Source: an optimization exercise on an open RTL-to-GDS flow (aim: small area and a short achievable clock period). Production flows keep margins and buffers that such runs may drop.
RTL that was checked went through simulation tests only; none was proved equivalent to the original.
Power is estimated from default activity; no workload was simulated.

==> wip/yarrow <==
==> flow/design.v (excerpt) <==
module cam_search_top #(
  parameter int CAM_SIZE = 64
) (
  input  logic         aclk,
  input  logic         areset,
  input  logic [31:0]  update_num,
  input  logic [2:0]   state,
  input  logic         s_tvalid,
  input  logic [511:0] s_tdata,
  output logic         m_tvalid,
  output logic [511:0] m_tdata,
  output logic         update_all_end
);
==> module cam_match_encoder, before the edit <==
module cam_match_encoder #(
  parameter int G = 8   
) (
  input  logic         aclk,
  input  logic         areset,
  input  logic         srch_beat,
  input  logic [63:0]  hit,
  output logic [6:0]   idx,
  output logic         idx_vld
);
  localparam int NG = 64 / G;
  localparam int LW = $clog2(G);
  logic          v0;    
  logic          v1;    
  logic [NG-1:0] g_any;
  logic [LW-1:0] g_loc [NG];
  logic [6:0]    idx1;
  always_ff @(posedge aclk) begin
    if (areset) begin
      v0      <= 1'b0;
      v1      <= 1'b0;
      idx_vld <= 1'b0;
    end else begin
      v0      <= srch_beat;
      v1      <= v0;
      idx_vld <= v1;
    end
  end
  for (genvar g = 0; g < NG; g++) begin : g_grp
    logic [LW-1:0] loc;
    always_comb begin
      loc = '0;
      for (int j = G - 1; j >= 0; j--) begin
        if (hit[g * G + j]) loc = LW'(j);
      end
    end
    always_ff @(posedge aclk) begin
      g_any[g] <= |hit[g * G +: G];
      g_loc[g] <= loc;
    end
  end
  logic [6:0] idx_d;
  always_comb begin
    idx_d = 7'h7f;
    for (int g = NG - 1; g >= 0; g--) begin
      if (g_any[g]) idx_d = 7'(g * G) | 7'(g_loc[g]);
    end
  end
  always_ff @(posedge aclk) begin
    idx1 <= idx_d;
    idx  <= idx1;
  end
endmodule
==> flow/config.mk <==
export PLATFORM = sky130hd
export DESIGN_NAME = cam_search_top
export DESIGN_NICKNAME = cam_search_top
export VERILOG_FILES = /design/flow/design.v
export SDC_FILE = /design/flow/constraint.sdc
export NUM_CORES = 4
export LEC_CHECK = 0
export CAP_MARGIN = 20
export CORE_MARGIN = 2
export CORE_UTILIZATION = 60
export SETUP_SLACK_MARGIN = 0.7
export SLEW_MARGIN = 20
==> flow/constraint.sdc <==
create_clock -name core_clock -period 3.6 [get_ports {aclk}]
set_input_delay 0.7200 -clock core_clock [delete_from_list [all_inputs] [get_ports {aclk}]]
set_output_delay 0.7200 -clock core_clock [all_outputs]
set_load 0.01 [all_outputs]
run.sh (not shown) runs the stock make flow with config.mk's settings and CLKGATE_MAP_FILE= SYNTH_SCRIPT=/design/flow/synth_recipe.tcl, a recipe that flattens the netlist after the stock synthesis.
==> inputs of wip/fjord, as changes to wip/yarrow <==
--- a/flow/design.v
+++ b/flow/design.v
@@ -69,5 +69,3 @@
 `timescale 1ns/1ns
-module cam_match_encoder #(
-  parameter int G = 8   
-) (
+module cam_match_encoder (
   input  logic         aclk,
@@ -79,9 +77,6 @@
 );
-  localparam int NG = 64 / G;
-  localparam int LW = $clog2(G);
-  logic          v0;    
-  logic          v1;    
-  logic [NG-1:0] g_any;
-  logic [LW-1:0] g_loc [NG];
-  logic [6:0]    idx1;
+  logic        v0;    
+  logic        v1;    
+  logic [63:0] hit_q;
+  logic [6:0]  idx1;
   always_ff @(posedge aclk) begin
@@ -97,14 +92,4 @@
   end
-  for (genvar g = 0; g < NG; g++) begin : g_grp
-    logic [LW-1:0] loc;
-    always_comb begin
-      loc = '0;
-      for (int j = G - 1; j >= 0; j--) begin
-        if (hit[g * G + j]) loc = LW'(j);
-      end
-    end
-    always_ff @(posedge aclk) begin
-      g_any[g] <= |hit[g * G +: G];
-      g_loc[g] <= loc;
-    end
+  always_ff @(posedge aclk) begin
+    hit_q <= hit;
   end
@@ -113,4 +98,4 @@
     idx_d = 7'h7f;
-    for (int g = NG - 1; g >= 0; g--) begin
-      if (g_any[g]) idx_d = 7'(g * G) | 7'(g_loc[g]);
+    for (int i = 63; i >= 0; i--) begin
+      if (hit_q[i]) idx_d = 7'(i);
     end
==> flow/flow/run.sh (new file) <==
#!/bin/bash
# The standard layout with three changes: inputs buffered with buf_1 and
# outputs with buf_2 (instead of the default delay cell), and larger clock
# sink clusters without dummy loads in the clock tree.
set -euo pipefail
W=$(pwd)
export PRE_GLOBAL_PLACE_TCL=$W/flow/pre_gp.tcl
export BUFFER_PORTS_ARGS="-outputs -buffer_cell sky130_fd_sc_hd__buf_2"
export CTS_ARGS="-sink_clustering_enable -repair_clock_nets -sink_clustering_size 25 -sink_clustering_max_diameter 100 -dont_use_dummy_load"
bash standard.sh > $W/standard.log 2>&1
==> flow/flow/pre_gp.tcl (new file) <==
# Runs before global placement's own port buffering: buffer the inputs with
# buf_1 here, after the usual removal of synthesis buffers, and make the
# script's later remove_buffers a no-op so these buffers stay. The script's
# own buffer_ports then buffers the outputs only (BUFFER_PORTS_ARGS).
if { $::env(GPL_TIMING_DRIVEN) } {
  remove_buffers
}
buffer_ports -inputs -buffer_cell sky130_fd_sc_hd__buf_1
rename remove_buffers my_flow_remove_buffers
proc remove_buffers {args} {}
==> flow/standard.sh (new file) <==
#!/bin/bash
# synth_recipe.tcl (not shown) runs the flow's synth.tcl, then flattens the netlist and writes it again
# the make line also repeats each setting of config.mk as NAME=value (left out here)
make -C /OpenROAD-flow-scripts/flow DESIGN_CONFIG=/design/flow/config.mk WORK_HOME=/design/flow/orfs CLKGATE_MAP_FILE= SYNTH_SCRIPT=/design/flow/synth_recipe.tcl "${@:-finish}"
- SETUP_SLACK_MARGIN: 0.7 -> 1.0
removed: flow/run.sh
==> inputs of wip/sierra, as changes to wip/yarrow <==
--- a/flow/design.v
+++ b/flow/design.v
@@ -69,5 +69,3 @@
 `timescale 1ns/1ns
-module cam_match_encoder #(
-  parameter int G = 8   
-) (
+module cam_match_encoder (
   input  logic         aclk,
@@ -79,9 +77,6 @@
 );
-  localparam int NG = 64 / G;
-  localparam int LW = $clog2(G);
-  logic          v0;    
-  logic          v1;    
-  logic [NG-1:0] g_any;
-  logic [LW-1:0] g_loc [NG];
-  logic [6:0]    idx1;
+  logic        v0;    
+  logic        v1;    
+  logic [63:0] hit_q;
+  logic [6:0]  idx1;
   always_ff @(posedge aclk) begin
@@ -97,14 +92,4 @@
   end
-  for (genvar g = 0; g < NG; g++) begin : g_grp
-    logic [LW-1:0] loc;
-    always_comb begin
-      loc = '0;
-      for (int j = G - 1; j >= 0; j--) begin
-        if (hit[g * G + j]) loc = LW'(j);
-      end
-    end
-    always_ff @(posedge aclk) begin
-      g_any[g] <= |hit[g * G +: G];
-      g_loc[g] <= loc;
-    end
+  always_ff @(posedge aclk) begin
+    hit_q <= hit;
   end
@@ -113,4 +98,4 @@
     idx_d = 7'h7f;
-    for (int g = NG - 1; g >= 0; g--) begin
-      if (g_any[g]) idx_d = 7'(g * G) | 7'(g_loc[g]);
+    for (int i = 63; i >= 0; i--) begin
+      if (hit_q[i]) idx_d = 7'(i);
     end
==> flow/flow/run.sh (new file) <==
#!/bin/bash
# The standard layout with three changes: inputs buffered with buf_1 and
# outputs with buf_4 (instead of the default delay cell), and larger clock
# sink clusters without dummy loads in the clock tree.
set -euo pipefail
W=$(pwd)
export PRE_GLOBAL_PLACE_TCL=$W/flow/pre_gp.tcl
export BUFFER_PORTS_ARGS="-outputs -buffer_cell sky130_fd_sc_hd__buf_4"
export CTS_ARGS="-sink_clustering_enable -repair_clock_nets -sink_clustering_size 25 -sink_clustering_max_diameter 100 -dont_use_dummy_load"
bash standard.sh > $W/standard.log 2>&1
==> flow/flow/pre_gp.tcl (new file) <==
# Runs before global placement's own port buffering: buffer the inputs with
# buf_1 here, after the usual removal of synthesis buffers, and make the
# script's later remove_buffers a no-op so these buffers stay. The script's
# own buffer_ports then buffers the outputs only (BUFFER_PORTS_ARGS).
if { $::env(GPL_TIMING_DRIVEN) } {
  remove_buffers
}
buffer_ports -inputs -buffer_cell sky130_fd_sc_hd__buf_1
rename remove_buffers my_flow_remove_buffers
proc remove_buffers {args} {}
==> flow/standard.sh (new file) <==
#!/bin/bash
# synth_recipe.tcl (not shown) runs the flow's synth.tcl, then flattens the netlist and writes it again
# the make line also repeats each setting of config.mk as NAME=value (left out here)
make -C /OpenROAD-flow-scripts/flow DESIGN_CONFIG=/design/flow/config.mk WORK_HOME=/design/flow/orfs CLKGATE_MAP_FILE= SYNTH_SCRIPT=/design/flow/synth_recipe.tcl "${@:-finish}"
- CORE_UTILIZATION: 60 -> 70
- SETUP_SLACK_MARGIN: 0.7 -> 1.5
removed: flow/run.sh
==> impl_results.md <==
* WS Path Type: reg -> out
* Fin crit period at 2.70 ns
* Number of sequential cells at around 2600
* Share of layout cells above drive strength 1 at 0.0907
* Hold WS at 0.253 ns
* Filler cells at between 10000 and 15000
* Status: finished clean
the above is filed under wip/yarrow

==> impl_results.md <==
* Status: finished clean
* Number of sequential cells at around 2600
* Fin util at 0.673
* Hold WS at between 0.2 and 0.25 ns
* Seq pwr at around 0.033 W
* 1st-pass router iterations at 6
* Fin crit period at ~2.2 ns
the above is filed under wip/fjord

==> impl_results.md <==
* Status: finished clean
* Filler cells at 8292
* Top FF cell, synth: edfxtp_1
* Nets at between 7000 and 8000
* Fin crit period at 2.12 ns
* Critical path data arrival time at 2.78 ns
* WS Path Type: in -> reg
* Share of layout cells above drive strength 1 at 0.117
the above is filed under wip/sierra

For wip/yarrow, only the layout was checked, not whether the RTL still works.

* * *

==> inputs of v24 <==
==> flow/design.v <==
package cam_pkg;
  typedef enum logic [2:0] {
    OP_IDLE       = 3'd0,   
    OP_UPDATE_ALL = 3'd1,   
    OP_SEARCH     = 3'd2,   
    OP_UPDATE_ONE = 3'd3    
  } cam_op_t;
  localparam int LANES  = 16;   
  localparam int LANE_W = 32;   
  localparam int BEAT_W = LANES * LANE_W;
  typedef logic [LANE_W-1:0] lane_t;   
  typedef logic [BEAT_W-1:0] beat_t;   
  localparam lane_t TOPOLOGY_CODE    = 32'd4;     
  localparam lane_t UPDATE_DONE_CODE = 32'd100;   
endpackage
`timescale 1ns/1ns
module cam_control (
  input  logic         aclk,
  input  logic         areset,
  input  logic [2:0]   state,
  input  logic [31:0]  update_num,
  input  logic         s_tvalid,
  input  logic [31:0]  s_lo,
  output logic [3:0]   bank_we,
  output logic         srch_beat,
  output logic         done_pulse,
  output logic         echo_pulse
);
  logic [3:0] ptr;       
  logic       load_beat;
  logic       num_hi0;   
  logic       wrap;
  assign load_beat = s_tvalid && (state == 3'd1);
  assign srch_beat = s_tvalid && (state == 3'd2);
  assign echo_pulse = s_tvalid && (state == 3'd0) && (s_lo == 32'd4);
  assign num_hi0 = (update_num[27:2] == 26'd0);
  assign wrap = ptr[3] ||
                (num_hi0 && ((ptr[0] && update_num[1:0] == 2'd1) ||
                             (ptr[1] && update_num[1:0] == 2'd2) ||
                             (ptr[2] && update_num[1:0] == 2'd3)));
  always_ff @(posedge aclk) begin
    if (areset) begin
      ptr <= 4'b0001;
    end else if (load_beat) begin
      ptr <= wrap ? 4'b0001 : {ptr[2:0], 1'b0};
    end
  end
  assign bank_we    = {4{load_beat}} & ptr;
  assign done_pulse = load_beat && wrap;
endmodule
`timescale 1ns/1ns
module cam_entry_array (
  input  logic         aclk,
  input  logic [3:0]   bank_we,
  input  logic [511:0] wr_data,
  input  logic [31:0]  key,
  output logic [63:0]  hit_lo,
  output logic [63:0]  hit_hi
);
  for (genvar i = 0; i < 64; i++) begin : g_entry
    logic [31:0] entry_q;
    always_ff @(posedge aclk) begin
      if (bank_we[i / 16]) begin
        entry_q <= wr_data[(i % 16) * 32 +: 32];
      end
    end
    assign hit_lo[i] = (entry_q[15:0]  == key[15:0]);
    assign hit_hi[i] = (entry_q[31:16] == key[31:16]);
  end
endmodule
`timescale 1ns/1ns
module cam_match_encoder (
  input  logic         aclk,
  input  logic         areset,
  input  logic         srch_beat,
  input  logic [63:0]  hit_lo,
  input  logic [63:0]  hit_hi,
  output logic [6:0]   idx,
  output logic         idx_vld
);
  logic        v0;    
  logic        v1;    
  logic [63:0] lo_q;
  logic [63:0] hi_q;
  logic [63:0] hit;
  logic [7:0]  g_any;
  logic [2:0]  g_loc [8];
  always_ff @(posedge aclk) begin
    if (areset) begin
      v0      <= 1'b0;
      v1      <= 1'b0;
      idx_vld <= 1'b0;
    end else begin
      v0      <= srch_beat;
      v1      <= v0;
      idx_vld <= v1;
    end
  end
  always_ff @(posedge aclk) begin
    lo_q <= hit_lo;
    hi_q <= hit_hi;
  end
  assign hit = lo_q & hi_q;
  for (genvar g = 0; g < 8; g++) begin : g_grp
    logic [2:0] loc;
    always_comb begin
      loc = '0;
      for (int j = 7; j >= 0; j--) begin
        if (hit[g * 8 + j]) loc = 3'(j);
      end
    end
    always_ff @(posedge aclk) begin
      g_any[g] <= |hit[g * 8 +: 8];
      g_loc[g] <= loc;
    end
  end
  logic [6:0] idx_d;
  always_comb begin
    idx_d = 7'h7f;
    for (int g = 7; g >= 0; g--) begin
      if (g_any[g]) idx_d = {1'b0, 3'(g), g_loc[g]};
    end
  end
  always_ff @(posedge aclk) begin
    idx <= idx_d;
  end
endmodule
`timescale 1ns/1ns
module cam_result_stage (
  input  logic           aclk,
  input  logic           areset,
  input  logic [6:0]     idx,
  input  logic           idx_vld,
  input  logic           done_pulse,
  input  logic           echo_pulse,
  input  logic           is_load,     
  input  logic [479:0]   s_hi,
  output logic           m_tvalid,
  output logic [511:0]   m_tdata,
  output logic           update_all_end
);
  logic [6:0]   lo_q;
  logic [479:0] hi_q;
  always_ff @(posedge aclk) begin
    if (areset) begin
      m_tvalid       <= 1'b0;
      update_all_end <= 1'b0;
    end else begin
      m_tvalid       <= idx_vld || done_pulse || echo_pulse;
      update_all_end <= done_pulse;
    end
  end
  always_ff @(posedge aclk) begin
    lo_q <= idx_vld ? idx : (is_load ? 7'd100 : 7'd4);
    hi_q <= s_hi & {480{~(idx_vld | is_load)}};
  end
  assign m_tdata = {hi_q, 25'd0, lo_q};
endmodule
`timescale 1ns/1ns
module cam_search_top #(
  parameter int CAM_SIZE = 64
) (
  input  logic         aclk,
  input  logic         areset,
  input  logic [31:0]  update_num,
  input  logic [2:0]   state,
  input  logic         s_tvalid,
  input  logic [511:0] s_tdata,
  output logic         m_tvalid,
  output logic [511:0] m_tdata,
  output logic         update_all_end
);
  logic [3:0]  bank_we;
  logic        srch_beat;
  logic        done_pulse;
  logic        echo_pulse;
  logic [63:0] hit_lo;
  logic [63:0] hit_hi;
  logic [6:0]  idx;
  logic        idx_vld;
  cam_control u_ctl (
    .aclk       (aclk),
    .areset     (areset),
    .state      (state),
    .update_num (update_num),
    .s_tvalid   (s_tvalid),
    .s_lo       (s_tdata[31:0]),
    .bank_we    (bank_we),
    .srch_beat  (srch_beat),
    .done_pulse (done_pulse),
    .echo_pulse (echo_pulse)
  );
  cam_entry_array u_arr (
    .aclk    (aclk),
    .bank_we (bank_we),
    .wr_data (s_tdata),
    .key     (s_tdata[31:0]),
    .hit_lo  (hit_lo),
    .hit_hi  (hit_hi)
  );
  cam_match_encoder u_enc (
    .aclk      (aclk),
    .areset    (areset),
    .srch_beat (srch_beat),
    .hit_lo    (hit_lo),
    .hit_hi    (hit_hi),
    .idx       (idx),
    .idx_vld   (idx_vld)
  );
  cam_result_stage u_res (
    .aclk           (aclk),
    .areset         (areset),
    .idx            (idx),
    .idx_vld        (idx_vld),
    .done_pulse     (done_pulse),
    .echo_pulse     (echo_pulse),
    .is_load        (state[0]),
    .s_hi           (s_tdata[511:32]),
    .m_tvalid       (m_tvalid),
    .m_tdata        (m_tdata),
    .update_all_end (update_all_end)
  );
endmodule
==> flow/flow/run.sh <==
#!/bin/bash
# The standard layout with three changes: inputs buffered with buf_1 and
# outputs with buf_4 (instead of the default delay cell), and larger clock
# sink clusters without dummy loads in the clock tree.
set -euo pipefail
W=$(pwd)
export PRE_GLOBAL_PLACE_TCL=$W/flow/pre_gp.tcl
export BUFFER_PORTS_ARGS="-outputs -buffer_cell sky130_fd_sc_hd__buf_4"
export CTS_ARGS="-sink_clustering_enable -repair_clock_nets -sink_clustering_size 25 -sink_clustering_max_diameter 100 -dont_use_dummy_load"
bash standard.sh > $W/standard.log 2>&1
==> flow/flow/pre_gp.tcl <==
# Runs before global placement's own port buffering: buffer the inputs with
# buf_1 here, after the usual removal of synthesis buffers, and make the
# script's later remove_buffers a no-op so these buffers stay. The script's
# own buffer_ports then buffers the outputs only (BUFFER_PORTS_ARGS).
if { $::env(GPL_TIMING_DRIVEN) } {
  remove_buffers
}
buffer_ports -inputs -buffer_cell sky130_fd_sc_hd__buf_1
rename remove_buffers my_flow_remove_buffers
proc remove_buffers {args} {}
==> flow/standard.sh <==
#!/bin/bash
# synth_recipe.tcl (not shown) runs the flow's synth.tcl, then flattens the netlist and writes it again
# the make line also repeats each setting of config.mk as NAME=value (left out here)
make -C /OpenROAD-flow-scripts/flow DESIGN_CONFIG=/design/flow/config.mk WORK_HOME=/design/flow/orfs CLKGATE_MAP_FILE= SYNTH_SCRIPT=/design/flow/synth_recipe.tcl "${@:-finish}"
==> flow/config.mk <==
export PLATFORM = sky130hd
export DESIGN_NAME = cam_search_top
export DESIGN_NICKNAME = cam_search_top
export VERILOG_FILES = /design/flow/design.v
export SDC_FILE = /design/flow/constraint.sdc
export NUM_CORES = 4
export LEC_CHECK = 0
export CAP_MARGIN = 20
export CORE_MARGIN = 2
export CORE_UTILIZATION = 60
export SETUP_SLACK_MARGIN = 1.5
export SLEW_MARGIN = 20
==> flow/constraint.sdc <==
create_clock -name core_clock -period 3.6 [get_ports {aclk}]
set_input_delay 0.7200 -clock core_clock [delete_from_list [all_inputs] [get_ports {aclk}]]
set_output_delay 0.7200 -clock core_clock [all_outputs]
set_load 0.01 [all_outputs]
==> v4: changes against v24 <==
--- a/flow/design.v
+++ b/flow/design.v
@@ -56,4 +56,3 @@
   input  logic [31:0]  key,
-  output logic [63:0]  hit_lo,
-  output logic [63:0]  hit_hi
+  output logic [63:0]  hit
 );
@@ -66,4 +65,3 @@
     end
-    assign hit_lo[i] = (entry_q[15:0]  == key[15:0]);
-    assign hit_hi[i] = (entry_q[31:16] == key[31:16]);
+    assign hit[i] = (entry_q == key);
   end
@@ -75,4 +73,3 @@
   input  logic         srch_beat,
-  input  logic [63:0]  hit_lo,
-  input  logic [63:0]  hit_hi,
+  input  logic [63:0]  hit,
   output logic [6:0]   idx,
@@ -82,7 +79,4 @@
   logic        v1;    
-  logic [63:0] lo_q;
-  logic [63:0] hi_q;
-  logic [63:0] hit;
-  logic [7:0]  g_any;
-  logic [2:0]  g_loc [8];
+  logic [63:0] hit_q;
+  logic [6:0]  idx1;
   always_ff @(posedge aclk) begin
@@ -99,18 +93,3 @@
   always_ff @(posedge aclk) begin
-    lo_q <= hit_lo;
-    hi_q <= hit_hi;
-  end
-  assign hit = lo_q & hi_q;
-  for (genvar g = 0; g < 8; g++) begin : g_grp
-    logic [2:0] loc;
-    always_comb begin
-      loc = '0;
-      for (int j = 7; j >= 0; j--) begin
-        if (hit[g * 8 + j]) loc = 3'(j);
-      end
-    end
-    always_ff @(posedge aclk) begin
-      g_any[g] <= |hit[g * 8 +: 8];
-      g_loc[g] <= loc;
-    end
+    hit_q <= hit;
   end
@@ -119,8 +98,9 @@
     idx_d = 7'h7f;
-    for (int g = 7; g >= 0; g--) begin
-      if (g_any[g]) idx_d = {1'b0, 3'(g), g_loc[g]};
-    end
-  end
-  always_ff @(posedge aclk) begin
-    idx <= idx_d;
+    for (int i = 63; i >= 0; i--) begin
+      if (hit_q[i]) idx_d = 7'(i);
+    end
+  end
+  always_ff @(posedge aclk) begin
+    idx1 <= idx_d;
+    idx  <= idx1;
   end
@@ -176,4 +156,3 @@
   logic        echo_pulse;
-  logic [63:0] hit_lo;
-  logic [63:0] hit_hi;
+  logic [63:0] hit;
   logic [6:0]  idx;
@@ -197,4 +176,3 @@
     .key     (s_tdata[31:0]),
-    .hit_lo  (hit_lo),
-    .hit_hi  (hit_hi)
+    .hit     (hit)
   );
@@ -204,4 +182,3 @@
     .srch_beat (srch_beat),
-    .hit_lo    (hit_lo),
-    .hit_hi    (hit_hi),
+    .hit       (hit),
     .idx       (idx),
ABC_CLOCK_PERIOD_IN_PS = 1800   (was not set)
==> v2: changes against v24 <==
CAP_MARGIN = 0   (was 20)
CORE_UTILIZATION = 70   (was 60)
SLEW_MARGIN = 0   (was 20)
==> v19: changes against v24 <==
--- a/flow/design.v
+++ b/flow/design.v
@@ -56,4 +56,3 @@
   input  logic [31:0]  key,
-  output logic [63:0]  hit_lo,
-  output logic [63:0]  hit_hi
+  output logic [63:0]  hit
 );
@@ -66,4 +65,3 @@
     end
-    assign hit_lo[i] = (entry_q[15:0]  == key[15:0]);
-    assign hit_hi[i] = (entry_q[31:16] == key[31:16]);
+    assign hit[i] = (entry_q == key);
   end
@@ -75,4 +73,3 @@
   input  logic         srch_beat,
-  input  logic [63:0]  hit_lo,
-  input  logic [63:0]  hit_hi,
+  input  logic [63:0]  hit,
   output logic [6:0]   idx,
@@ -82,7 +79,4 @@
   logic        v1;    
-  logic [63:0] lo_q;
-  logic [63:0] hi_q;
-  logic [63:0] hit;
-  logic [7:0]  g_any;
-  logic [2:0]  g_loc [8];
+  logic [63:0] hit_q;
+  logic [6:0]  idx1;
   always_ff @(posedge aclk) begin
@@ -99,18 +93,3 @@
   always_ff @(posedge aclk) begin
-    lo_q <= hit_lo;
-    hi_q <= hit_hi;
-  end
-  assign hit = lo_q & hi_q;
-  for (genvar g = 0; g < 8; g++) begin : g_grp
-    logic [2:0] loc;
-    always_comb begin
-      loc = '0;
-      for (int j = 7; j >= 0; j--) begin
-        if (hit[g * 8 + j]) loc = 3'(j);
-      end
-    end
-    always_ff @(posedge aclk) begin
-      g_any[g] <= |hit[g * 8 +: 8];
-      g_loc[g] <= loc;
-    end
+    hit_q <= hit;
   end
@@ -119,8 +98,9 @@
     idx_d = 7'h7f;
-    for (int g = 7; g >= 0; g--) begin
-      if (g_any[g]) idx_d = {1'b0, 3'(g), g_loc[g]};
-    end
-  end
-  always_ff @(posedge aclk) begin
-    idx <= idx_d;
+    for (int i = 63; i >= 0; i--) begin
+      if (hit_q[i]) idx_d = 7'(i);
+    end
+  end
+  always_ff @(posedge aclk) begin
+    idx1 <= idx_d;
+    idx  <= idx1;
   end
@@ -176,4 +156,3 @@
   logic        echo_pulse;
-  logic [63:0] hit_lo;
-  logic [63:0] hit_hi;
+  logic [63:0] hit;
   logic [6:0]  idx;
@@ -197,4 +176,3 @@
     .key     (s_tdata[31:0]),
-    .hit_lo  (hit_lo),
-    .hit_hi  (hit_hi)
+    .hit     (hit)
   );
@@ -204,4 +182,3 @@
     .srch_beat (srch_beat),
-    .hit_lo    (hit_lo),
-    .hit_hi    (hit_hi),
+    .hit       (hit),
     .idx       (idx),
==> flow/flow/run.sh (replaced) <==
#!/bin/bash
# The standard layout with three changes: inputs buffered with buf_1 and
# outputs with buf_2 (instead of the default delay cell), and larger clock
# sink clusters without dummy loads in the clock tree.
set -euo pipefail
W=$(pwd)
export PRE_GLOBAL_PLACE_TCL=$W/flow/pre_gp.tcl
export BUFFER_PORTS_ARGS="-outputs -buffer_cell sky130_fd_sc_hd__buf_2"
export CTS_ARGS="-sink_clustering_enable -repair_clock_nets -sink_clustering_size 25 -sink_clustering_max_diameter 100 -dont_use_dummy_load"
bash standard.sh > $W/standard.log 2>&1
CORE_UTILIZATION = 70   (was 60)
==> comparison <==
- In v2 the clock power is larger than in v4, by about 3%.
- Setup slack, lowest first: v4, v2, v19, v24.
- Critical path depth is the same in v2 and v4.
- The lowest non-clock buffer count belongs to v2, the highest to v4.
Only the layout flow was run in v24 and v2; the RTL was not checked for function there.

## port drivers added, routing unchanged
No port has a modelled driver above. Below, the same layouts with a new extraction and two added sets of constraints.
Step 1, drivers: a clkbuf_16 drives aclk and a buf_2 each remaining input, both assumed.
Step 2 times the ports against the registers' clock, not the clock port: input delays grow and output delays shrink by t, the midpoint of the rising clock arrivals with the driver on.
Slacks: no drivers / after step 1 / after step 2; pairs: no drivers / after step 1.
| run | t (ns) | setup WS [ns] | cell pins on the clock port's net |
|---|---|---|---|
| wip/yarrow | 1.002 | 0.905 / 0.810 / 0.058 | 1 |
| wip/fjord | 0.857 | 1.386 / 1.306 / 0.597 | 1 |
| wip/sierra | 0.845 | 1.480 / 1.440 / 0.641 | 1 |
| v24 | 0.873 | 1.482 / 1.465 / 0.644 | 1 |
| v4 | 0.858 | 1.459 / 1.460 / 0.670 | 1 |
| v2 | 0.864 | 1.460 / 1.408 / 0.648 | 1 |
| v19 | 0.837 | 1.473 / 1.416 / 0.686 | 1 |
After both steps setup and hold are still met in every run listed. For wip/yarrow, which loses most, drivers alone change the setup slack by -0.095 ns; drivers and shift together by -0.847 ns.
